Source: an optimization exercise on an open RTL-to-GDS flow (aim: small area and a short achievable clock period). Production flows keep margins and buffers that such runs may drop. RTL that was checked went through simulation tests only; none was proved equivalent to the original.

==> fjord <==
Design groove_sample_scheduler, start of the top module:
module groove_sample_scheduler #(
    parameter int DEPTH = 4
) (
    input  logic        clk,
    input  logic        reset,
    input  logic        sync_start,
    input  logic [31:0] sig_time,
    input  logic        dir,
    input  logic [31:0] afll_ltr,
    input  logic [31:0] afll_rtl,
    input  logic        pos_valid,
    output logic        pos_ready,
    input  logic [15:0] pos_in,
    output logic        fire,
    output logic [31:0] fire_time,
    output logic        missed,
    output logic        busy
);
export LEC_CHECK = 0
export ABC_AREA = 1
export CAP_MARGIN = 20
export CORE_MARGIN = 2
export CORE_UTILIZATION = 40
export PLACE_DENSITY = 0.8
export SETUP_SLACK_MARGIN = 4.8
export SLEW_MARGIN = 20
export TNS_END_PERCENT = 100
create_clock -name core_clock -period 9.0 [get_ports {clk}]
standard.sh (not shown) runs the stock make flow with config.mk's settings and CLKGATE_MAP_FILE= SYNTH_SCRIPT=/design/flow/synth_recipe.tcl, a recipe that flattens the netlist after the stock synthesis.
==> flow/flow/run.sh <==
#!/bin/bash
# The standard layout (the standard.sh: ORFS synthesis, floorplan, power grid,
# placement, CTS and routing) with two changes:
#  - synthesis skips the generic ABC pass that Yosys's synth runs before the adder
#    extraction (SYNTH_ARGS=-noabc), so the full adders are extracted from the RTL's own
#    adder tree without inverters between them; the liberty-mapped ABC pass still runs,
#    and the registers are the same as the standard synthesis's;
#  - the port buffers are inserted as buf_1 cells rather than the larger cell the
#    resizer picks by default; timing repair still resizes them as needed.
set -euo pipefail
export SYNTH_ARGS="-noabc"
export BUFFER_PORTS_ARGS="-buffer_cell sky130_fd_sc_hd__buf_1"
bash standard.sh > standard.log 2>&1
==> onyx: changes against fjord <==
--- a/flow/design.v
+++ b/flow/design.v
@@ -144,42 +144,42 @@
     wire pp95 = (((b_one[2] & dur[28]) | (b_two[2] & dur[27])) ^ b_neg[2]);
     wire pp96 = (((b_one[2] & dur[29]) | (b_two[2] & dur[28])) ^ b_neg[2]);
     wire pp97 = (((b_one[2] & dur[30]) | (b_two[2] & dur[29])) ^ b_neg[2]);
     wire pp98 = (((b_one[2] & dur[31]) | (b_two[2] & dur[30])) ^ b_neg[2]);
     wire pp99 = (((b_two[2] & dur[31])) ^ b_neg[2]);
-    wire s100 = b_neg[0] ^ x[0] ^ pp1;
-    wire c101 = (b_neg[0] & x[0]) | (b_neg[0] & pp1) | (x[0] & pp1);
-    wire s102 = x[1] ^ pp2 ^ c101;
-    wire c103 = (x[1] & pp2) | (x[1] & c101) | (pp2 & c101);
+    wire s100 = b_neg[0] ^ x[0];
+    wire c101 = b_neg[0] & x[0];
+    wire s102 = x[1] ^ c101 ^ pp2;
+    wire c103 = (x[1] & c101) | (x[1] & pp2) | (c101 & pp2);
     wire s104 = b_neg[1] ^ x[2] ^ pp3;
     wire c105 = (b_neg[1] & x[2]) | (b_neg[1] & pp3) | (x[2] & pp3);
-    wire s106 = pp34 ^ s104 ^ c103;
-    wire c107 = (pp34 & s104) | (pp34 & c103) | (s104 & c103);
+    wire s106 = pp34 ^ c103 ^ s104;
+    wire c107 = (pp34 & c103) | (pp34 & s104) | (c103 & s104);
     wire s108 = x[3] ^ pp4 ^ pp35;
     wire c109 = (x[3] & pp4) | (x[3] & pp35) | (pp4 & pp35);
-    wire s110 = c105 ^ s108 ^ c107;
-    wire c111 = (c105 & s108) | (c105 & c107) | (s108 & c107);
+    wire s110 = c105 ^ s108;
+    wire c111 = c105 & s108;
     wire s112 = b_neg[2] ^ x[4] ^ pp5;
     wire c113 = (b_neg[2] & x[4]) | (b_neg[2] & pp5) | (x[4] & pp5);
     wire s114 = pp36 ^ pp67 ^ c109;
     wire c115 = (pp36 & pp67) | (pp36 & c109) | (pp67 & c109);
-    wire s116 = s112 ^ s114 ^ c111;
-    wire c117 = (s112 & s114) | (s112 & c111) | (s114 & c111);
+    wire s116 = s112 ^ c111 ^ s114;
+    wire c117 = (s112 & c111) | (s112 & s114) | (c111 & s114);
     wire s118 = x[5] ^ pp6 ^ pp37;
     wire c119 = (x[5] & pp6) | (x[5] & pp37) | (pp6 & pp37);
     wire s120 = pp68 ^ c113 ^ s118;
     wire c121 = (pp68 & c113) | (pp68 & s118) | (c113 & s118);
-    wire s122 = c115 ^ s120 ^ c117;
-    wire c123 = (c115 & s120) | (c115 & c117) | (s120 & c117);
+    wire s122 = c115 ^ s120;
+    wire c123 = c115 & s120;
     wire s124 = x[6] ^ y[0] ^ cr[0];
     wire c125 = (x[6] & y[0]) | (x[6] & cr[0]) | (y[0] & cr[0]);
     wire s126 = pp7 ^ pp38 ^ pp69;
     wire c127 = (pp7 & pp38) | (pp7 & pp69) | (pp38 & pp69);
     wire s128 = s124 ^ c119 ^ s126;
     wire c129 = (s124 & c119) | (s124 & s126) | (c119 & s126);
-    wire s130 = c121 ^ s128 ^ c123;
-    wire c131 = (c121 & s128) | (c121 & c123) | (s128 & c123);
+    wire s130 = c121 ^ s128;
+    wire c131 = c121 & s128;
     wire s132 = x[7] ^ y[1] ^ cr[1];
     wire c133 = (x[7] & y[1]) | (x[7] & cr[1]) | (y[1] & cr[1]);
     wire s134 = pp8 ^ pp39 ^ pp70;
     wire c135 = (pp8 & pp39) | (pp8 & pp70) | (pp39 & pp70);
     wire s136 = c125 ^ s132 ^ c127;
@@ -382,12 +382,12 @@
     wire c333 = (y[26] & cr[26]) | (y[26] & pp33) | (cr[26] & pp33);
     wire s334 = pp64 ^ pp95 ^ c325;
     wire c335 = (pp64 & pp95) | (pp64 & c325) | (pp95 & c325);
     wire s336 = c327 ^ s332 ^ s334;
     wire c337 = (c327 & s332) | (c327 & s334) | (s332 & s334);
-    wire s338 = c329 ^ s336 ^ c331;
-    wire c339 = (c329 & s336) | (c329 & c331) | (s336 & c331);
+    wire s338 = c329 ^ s336;
+    wire c339 = c329 & s336;
     wire s340 = 1'b1 ^ ~b_neg[0] ^ y[27];
     wire c341 = (1'b1 & ~b_neg[0]) | (1'b1 & y[27]) | (~b_neg[0] & y[27]);
     wire s342 = cr[27] ^ pp65 ^ pp96;
     wire c343 = (cr[27] & pp65) | (cr[27] & pp96) | (pp65 & pp96);
     wire s344 = s340 ^ c333 ^ c335;
@@ -398,33 +398,33 @@
     wire c349 = (1'b1 & y[28]) | (1'b1 & cr[28]) | (y[28] & cr[28]);
     wire s350 = pp66 ^ pp97 ^ c341;
     wire c351 = (pp66 & pp97) | (pp66 & c341) | (pp97 & c341);
     wire s352 = s348 ^ c343 ^ s350;
     wire c353 = (s348 & c343) | (s348 & s350) | (c343 & s350);
-    wire s354 = c345 ^ s352 ^ c347;
-    wire c355 = (c345 & s352) | (c345 & c347) | (s352 & c347);
+    wire s354 = c345 ^ s352;
+    wire c355 = c345 & s352;
     wire s356 = ~b_neg[1] ^ y[29] ^ cr[29];
     wire c357 = (~b_neg[1] & y[29]) | (~b_neg[1] & cr[29]) | (y[29] & cr[29]);
     wire s358 = pp98 ^ c349 ^ s356;
     wire c359 = (pp98 & c349) | (pp98 & s356) | (c349 & s356);
     wire s360 = c351 ^ s358 ^ c353;
     wire c361 = (c351 & s358) | (c351 & c353) | (s358 & c353);
     wire s362 = 1'b1 ^ y[30] ^ cr[30];
     wire c363 = (1'b1 & y[30]) | (1'b1 & cr[30]) | (y[30] & cr[30]);
     wire s364 = pp99 ^ c357 ^ s362;
     wire c365 = (pp99 & c357) | (pp99 & s362) | (c357 & s362);
-    wire s366 = c359 ^ s364 ^ c361;
-    wire c367 = (c359 & s364) | (c359 & c361) | (s364 & c361);
+    wire s366 = c359 ^ s364;
+    wire c367 = c359 & s364;
     wire s368 = ~b_neg[2] ^ y[31] ^ cr[31];
     wire s369 = c363 ^ s368 ^ c365;
-    wire g370 = s100 & 1'b0;
+    wire g370 = pp1 & s100;
     wire g371 = s102 & 1'b0;
     wire g372 = s106 & 1'b0;
-    wire g373 = s110 & 1'b0;
+    wire g373 = c107 & s110;
     wire g374 = s116 & 1'b0;
-    wire g375 = s122 & 1'b0;
-    wire g376 = s130 & 1'b0;
+    wire g375 = c117 & s122;
+    wire g376 = c123 & s130;
     wire g377 = c131 & s138;
     wire g378 = c139 & s146;
     wire g379 = c147 & s154;
     wire g380 = c155 & s162;
     wire g381 = c163 & s170;
@@ -446,23 +446,23 @@
     wire g397 = c291 & s298;
     wire g398 = c299 & s306;
     wire g399 = c307 & s314;
     wire g400 = c315 & s322;
     wire g401 = c323 & s330;
-    wire g402 = s338 & 1'b0;
+    wire g402 = c331 & s338;
     wire g403 = c339 & s346;
-    wire g404 = s354 & 1'b0;
+    wire g404 = c347 & s354;
     wire g405 = c355 & s360;
-    wire g406 = s366 & 1'b0;
+    wire g406 = c361 & s366;
     wire g407 = c367 & s369;
-    wire p408 = s100 ^ 1'b0;
+    wire p408 = pp1 ^ s100;
     wire p409 = s102 ^ 1'b0;
     wire p410 = s106 ^ 1'b0;
-    wire p411 = s110 ^ 1'b0;
+    wire p411 = c107 ^ s110;
     wire p412 = s116 ^ 1'b0;
-    wire p413 = s122 ^ 1'b0;
-    wire p414 = s130 ^ 1'b0;
+    wire p413 = c117 ^ s122;
+    wire p414 = c123 ^ s130;
     wire p415 = c131 ^ s138;
     wire p416 = c139 ^ s146;
     wire p417 = c147 ^ s154;
     wire p418 = c155 ^ s162;
     wire p419 = c163 ^ s170;
@@ -484,15 +484,15 @@
     wire p435 = c291 ^ s298;
     wire p436 = c299 ^ s306;
     wire p437 = c307 ^ s314;
     wire p438 = c315 ^ s322;
     wire p439 = c323 ^ s330;
-    wire p440 = s338 ^ 1'b0;
+    wire p440 = c331 ^ s338;
     wire p441 = c339 ^ s346;
-    wire p442 = s354 ^ 1'b0;
+    wire p442 = c347 ^ s354;
     wire p443 = c355 ^ s360;
-    wire p444 = s366 ^ 1'b0;
+    wire p444 = c361 ^ s366;
     wire p445 = c367 ^ s369;
     wire g446 = g371 | (p409 & g370);
     wire g447 = g372 | (p410 & g371);
     wire p448 = p410 & p409;
     wire g449 = g373 | (p411 & g372);
Settings changed: CORE_UTILIZATION 40 to 60, PLACE_DENSITY 0.8 to 0.7.
==> ember: changes against fjord <==
--- a/flow/design.v
+++ b/flow/design.v
@@ -21,11 +21,11 @@
     logic               started, st_m1, st_m2, st_wait, st_fire;
     logic               first, can_push;
     logic [15:0]        mem [DEPTH];
     logic [AW-1:0]      wr_ptr, rd_ptr;
     logic [AW:0]        count, count_nx;
-    logic [31:0]        base, dur, target;
+    logic [31:0]        base, dur, durn, target;
     logic [5:0]         dg_nx;
     logic [2:0]         b_one, b_two, b_neg;
     logic               c5;
     logic               xg, yg;      
     logic [31:0]        cr;
@@ -44,10 +44,11 @@
     assign head    = mem[rd_ptr];
     assign head_nx = (push && wr_ptr == rd_ptr) ? pos_in[3:0] : head[3:0];
     assign dg_nx   = st_m1 ? {~head[15], head[14:10]} : pop ? head[9:4] : {head_nx, 2'b00};
     assign x = xg ? target : 32'd0;
     assign y = yg ? base : 32'd0;
+    assign dur = ~durn;    
     assign cr = c5 ? dur : 32'd0;
     wire pp1 = (((b_one[0] & dur[0])) ^ b_neg[0]);
     wire pp2 = (((b_one[0] & dur[1]) | (b_two[0] & dur[0])) ^ b_neg[0]);
     wire pp3 = (((b_one[0] & dur[2]) | (b_two[0] & dur[1])) ^ b_neg[0]);
     wire pp4 = (((b_one[0] & dur[3]) | (b_two[0] & dur[2])) ^ b_neg[0]);
@@ -144,42 +145,42 @@
     wire pp95 = (((b_one[2] & dur[28]) | (b_two[2] & dur[27])) ^ b_neg[2]);
     wire pp96 = (((b_one[2] & dur[29]) | (b_two[2] & dur[28])) ^ b_neg[2]);
     wire pp97 = (((b_one[2] & dur[30]) | (b_two[2] & dur[29])) ^ b_neg[2]);
     wire pp98 = (((b_one[2] & dur[31]) | (b_two[2] & dur[30])) ^ b_neg[2]);
     wire pp99 = (((b_two[2] & dur[31])) ^ b_neg[2]);
-    wire s100 = b_neg[0] ^ x[0] ^ pp1;
-    wire c101 = (b_neg[0] & x[0]) | (b_neg[0] & pp1) | (x[0] & pp1);
-    wire s102 = x[1] ^ pp2 ^ c101;
-    wire c103 = (x[1] & pp2) | (x[1] & c101) | (pp2 & c101);
+    wire s100 = b_neg[0] ^ x[0];
+    wire c101 = b_neg[0] & x[0];
+    wire s102 = x[1] ^ c101 ^ pp2;
+    wire c103 = (x[1] & c101) | (x[1] & pp2) | (c101 & pp2);
     wire s104 = b_neg[1] ^ x[2] ^ pp3;
     wire c105 = (b_neg[1] & x[2]) | (b_neg[1] & pp3) | (x[2] & pp3);
-    wire s106 = pp34 ^ s104 ^ c103;
-    wire c107 = (pp34 & s104) | (pp34 & c103) | (s104 & c103);
+    wire s106 = pp34 ^ c103 ^ s104;
+    wire c107 = (pp34 & c103) | (pp34 & s104) | (c103 & s104);
     wire s108 = x[3] ^ pp4 ^ pp35;
     wire c109 = (x[3] & pp4) | (x[3] & pp35) | (pp4 & pp35);
-    wire s110 = c105 ^ s108 ^ c107;
-    wire c111 = (c105 & s108) | (c105 & c107) | (s108 & c107);
+    wire s110 = c105 ^ s108;
+    wire c111 = c105 & s108;
     wire s112 = b_neg[2] ^ x[4] ^ pp5;
     wire c113 = (b_neg[2] & x[4]) | (b_neg[2] & pp5) | (x[4] & pp5);
     wire s114 = pp36 ^ pp67 ^ c109;
     wire c115 = (pp36 & pp67) | (pp36 & c109) | (pp67 & c109);
-    wire s116 = s112 ^ s114 ^ c111;
-    wire c117 = (s112 & s114) | (s112 & c111) | (s114 & c111);
+    wire s116 = s112 ^ c111 ^ s114;
+    wire c117 = (s112 & c111) | (s112 & s114) | (c111 & s114);
     wire s118 = x[5] ^ pp6 ^ pp37;
     wire c119 = (x[5] & pp6) | (x[5] & pp37) | (pp6 & pp37);
     wire s120 = pp68 ^ c113 ^ s118;
     wire c121 = (pp68 & c113) | (pp68 & s118) | (c113 & s118);
-    wire s122 = c115 ^ s120 ^ c117;
-    wire c123 = (c115 & s120) | (c115 & c117) | (s120 & c117);
+    wire s122 = c115 ^ s120;
+    wire c123 = c115 & s120;
     wire s124 = x[6] ^ y[0] ^ cr[0];
     wire c125 = (x[6] & y[0]) | (x[6] & cr[0]) | (y[0] & cr[0]);
     wire s126 = pp7 ^ pp38 ^ pp69;
     wire c127 = (pp7 & pp38) | (pp7 & pp69) | (pp38 & pp69);
     wire s128 = s124 ^ c119 ^ s126;
     wire c129 = (s124 & c119) | (s124 & s126) | (c119 & s126);
-    wire s130 = c121 ^ s128 ^ c123;
-    wire c131 = (c121 & s128) | (c121 & c123) | (s128 & c123);
+    wire s130 = c121 ^ s128;
+    wire c131 = c121 & s128;
     wire s132 = x[7] ^ y[1] ^ cr[1];
     wire c133 = (x[7] & y[1]) | (x[7] & cr[1]) | (y[1] & cr[1]);
     wire s134 = pp8 ^ pp39 ^ pp70;
     wire c135 = (pp8 & pp39) | (pp8 & pp70) | (pp39 & pp70);
     wire s136 = c125 ^ s132 ^ c127;
@@ -382,12 +383,12 @@
     wire c333 = (y[26] & cr[26]) | (y[26] & pp33) | (cr[26] & pp33);
     wire s334 = pp64 ^ pp95 ^ c325;
     wire c335 = (pp64 & pp95) | (pp64 & c325) | (pp95 & c325);
     wire s336 = c327 ^ s332 ^ s334;
     wire c337 = (c327 & s332) | (c327 & s334) | (s332 & s334);
-    wire s338 = c329 ^ s336 ^ c331;
-    wire c339 = (c329 & s336) | (c329 & c331) | (s336 & c331);
+    wire s338 = c329 ^ s336;
+    wire c339 = c329 & s336;
     wire s340 = 1'b1 ^ ~b_neg[0] ^ y[27];
     wire c341 = (1'b1 & ~b_neg[0]) | (1'b1 & y[27]) | (~b_neg[0] & y[27]);
     wire s342 = cr[27] ^ pp65 ^ pp96;
     wire c343 = (cr[27] & pp65) | (cr[27] & pp96) | (pp65 & pp96);
     wire s344 = s340 ^ c333 ^ c335;
@@ -398,33 +399,33 @@
     wire c349 = (1'b1 & y[28]) | (1'b1 & cr[28]) | (y[28] & cr[28]);
     wire s350 = pp66 ^ pp97 ^ c341;
     wire c351 = (pp66 & pp97) | (pp66 & c341) | (pp97 & c341);
     wire s352 = s348 ^ c343 ^ s350;
     wire c353 = (s348 & c343) | (s348 & s350) | (c343 & s350);
-    wire s354 = c345 ^ s352 ^ c347;
-    wire c355 = (c345 & s352) | (c345 & c347) | (s352 & c347);
+    wire s354 = c345 ^ s352;
+    wire c355 = c345 & s352;
     wire s356 = ~b_neg[1] ^ y[29] ^ cr[29];
     wire c357 = (~b_neg[1] & y[29]) | (~b_neg[1] & cr[29]) | (y[29] & cr[29]);
     wire s358 = pp98 ^ c349 ^ s356;
     wire c359 = (pp98 & c349) | (pp98 & s356) | (c349 & s356);
     wire s360 = c351 ^ s358 ^ c353;
     wire c361 = (c351 & s358) | (c351 & c353) | (s358 & c353);
     wire s362 = 1'b1 ^ y[30] ^ cr[30];
     wire c363 = (1'b1 & y[30]) | (1'b1 & cr[30]) | (y[30] & cr[30]);
     wire s364 = pp99 ^ c357 ^ s362;
     wire c365 = (pp99 & c357) | (pp99 & s362) | (c357 & s362);
-    wire s366 = c359 ^ s364 ^ c361;
-    wire c367 = (c359 & s364) | (c359 & c361) | (s364 & c361);
+    wire s366 = c359 ^ s364;
+    wire c367 = c359 & s364;
     wire s368 = ~b_neg[2] ^ y[31] ^ cr[31];
     wire s369 = c363 ^ s368 ^ c365;
-    wire g370 = s100 & 1'b0;
+    wire g370 = pp1 & s100;
     wire g371 = s102 & 1'b0;
     wire g372 = s106 & 1'b0;
-    wire g373 = s110 & 1'b0;
+    wire g373 = c107 & s110;
     wire g374 = s116 & 1'b0;
-    wire g375 = s122 & 1'b0;
-    wire g376 = s130 & 1'b0;
+    wire g375 = c117 & s122;
+    wire g376 = c123 & s130;
     wire g377 = c131 & s138;
     wire g378 = c139 & s146;
     wire g379 = c147 & s154;
     wire g380 = c155 & s162;
     wire g381 = c163 & s170;
@@ -446,23 +447,23 @@
     wire g397 = c291 & s298;
     wire g398 = c299 & s306;
     wire g399 = c307 & s314;
     wire g400 = c315 & s322;
     wire g401 = c323 & s330;
-    wire g402 = s338 & 1'b0;
+    wire g402 = c331 & s338;
     wire g403 = c339 & s346;
-    wire g404 = s354 & 1'b0;
+    wire g404 = c347 & s354;
     wire g405 = c355 & s360;
-    wire g406 = s366 & 1'b0;
+    wire g406 = c361 & s366;
     wire g407 = c367 & s369;
-    wire p408 = s100 ^ 1'b0;
+    wire p408 = pp1 ^ s100;
     wire p409 = s102 ^ 1'b0;
     wire p410 = s106 ^ 1'b0;
-    wire p411 = s110 ^ 1'b0;
+    wire p411 = c107 ^ s110;
     wire p412 = s116 ^ 1'b0;
-    wire p413 = s122 ^ 1'b0;
-    wire p414 = s130 ^ 1'b0;
+    wire p413 = c117 ^ s122;
+    wire p414 = c123 ^ s130;
     wire p415 = c131 ^ s138;
     wire p416 = c139 ^ s146;
     wire p417 = c147 ^ s154;
     wire p418 = c155 ^ s162;
     wire p419 = c163 ^ s170;
@@ -484,15 +485,15 @@
     wire p435 = c291 ^ s298;
     wire p436 = c299 ^ s306;
     wire p437 = c307 ^ s314;
     wire p438 = c315 ^ s322;
     wire p439 = c323 ^ s330;
-    wire p440 = s338 ^ 1'b0;
+    wire p440 = c331 ^ s338;
     wire p441 = c339 ^ s346;
-    wire p442 = s354 ^ 1'b0;
+    wire p442 = c347 ^ s354;
     wire p443 = c355 ^ s360;
-    wire p444 = s366 ^ 1'b0;
+    wire p444 = c361 ^ s366;
     wire p445 = c367 ^ s369;
     wire g446 = g371 | (p409 & g370);
     wire g447 = g372 | (p410 & g371);
     wire p448 = p410 & p409;
     wire g449 = g373 | (p411 & g372);
@@ -833,11 +834,11 @@
     always_ff @(posedge clk)
         if (push) mem[wr_ptr] <= pos_in;
     always_ff @(posedge clk) begin
         if (sync_start) begin
             base <= sig_time;
-            dur  <= dir ? afll_rtl : afll_ltr;
+            durn <= ~(dir ? afll_rtl : afll_ltr);
         end
         if (!(st_wait || st_fire)) target <= r[37:6];
         for (int j = 0; j < 3; j++) begin
             b_neg[j] <= dg_nx[2*j+1];
             b_one[j] <= dg_nx[2*j] ^ (j == 0 ? 1'b0 : dg_nx[2*j-1]);
==> notes <==
- Final cell count, highest first: ember, fjord, onyx.
- Design area: ember > onyx > fjord.
- The lowest wire length belongs to onyx, the highest to ember.
- Synthesized cell count: fjord < ember < onyx.
- Sequential cell count is the same in onyx and ember.
- Die area: onyx is lower than fjord (31%).
- The lowest worst hold slack belongs to fjord, the highest to ember.
- The highest core utilization belongs to onyx, the lowest to fjord.
==> figures <==
| metric | onyx | ember | fjord |
|---|---|---|---|
| Multiplexer share of the synthesized area | 0.0233 | 0.0211 | 0.0240 |
| Post-Syn Nets | 2014 | 1931 | 1902 |
| Maximum fanout along the worst path | 12 | 10 | 32 |
| Routability-driven placement congestion ratio | 0.920 | 1.00 | 0.947 |
| Category of the most critical setup path | in2out | reg2reg | reg2reg |
| Pre-CTS WS | 4150 ps | 3820 ps | 4290 ps |
| Relative slew margins | 0.332 | 0.305 | 0.448 |
| Result of the run | no timing/DRC/antenna violations | no timing/DRC/antenna violations | no timing/DRC/antenna violations |
| Buffer count from post-CTS setup fixing | 23 | 30 | 19 |
| Final cell count without fillers | 2186 | 2318 | 2235 |
| Required time reported for the critical path endpoint | 7200 ps | 9220 ps | 9240 ps |
| Detailed-routed wire length on met3 | 3310 um | 3940 um | 3400 um |
| Synthesized-area fraction occupied by xor and xnor cells | 0.0679 | 0.0703 | 0.0740 |
| Detail-routed net length per standard cell | 20.1 um | 21.4 um | 20.3 um |
| #MultiIn Comb | 1173 | 1157 | 1079 |
| Vertical die dimension | 165 um | 199 um | 198 um |
| Share of the synthesized area in the top cell type | 0.310 | 0.316 | 0.320 |
| Sum of routed wire length over all layers | 43800 um | 49600 um | 45300 um |
| Global-route track usage on met3 | 0.0467 | 0.0565 | 0.0403 |
No functional check of the RTL was part of fjord and ember.

port drivers added, routing unchanged:
No port has a modelled driver above. Below, the same layouts with a new extraction and two added sets of constraints. Step 1 assumes that a clkbuf_16 drives the clock port and a buf_2 every other input. Step 2, shift: input delay + t, output delay - t, t = (earliest + latest rising clock arrival at the registers) / 2. This alone moves slack from input paths to output paths. Three values: ideal, step 1, step 2; two values: the first two.
run | shift t [ns] | setup slack, ns | worst hold slack (ns) | worst slew at a driven data input, ns
fjord | 0.523 | 4.815 / 4.794 / 4.794 | 0.435 / 0.435 / 0.435 | 0.07
onyx | 0.497 | 4.816 / 4.763 / 4.763 | 0.457 / 0.457 / 0.457 | 0.07
ember | 0.516 | 4.813 / 4.802 / 4.802 | 0.472 / 0.472 / 0.472 | 0.06
After both steps setup and hold are still met in every run listed. The setup slack of onyx, which loses most, moves by -0.053 ns with the drivers and by -0.053 ns with both steps.
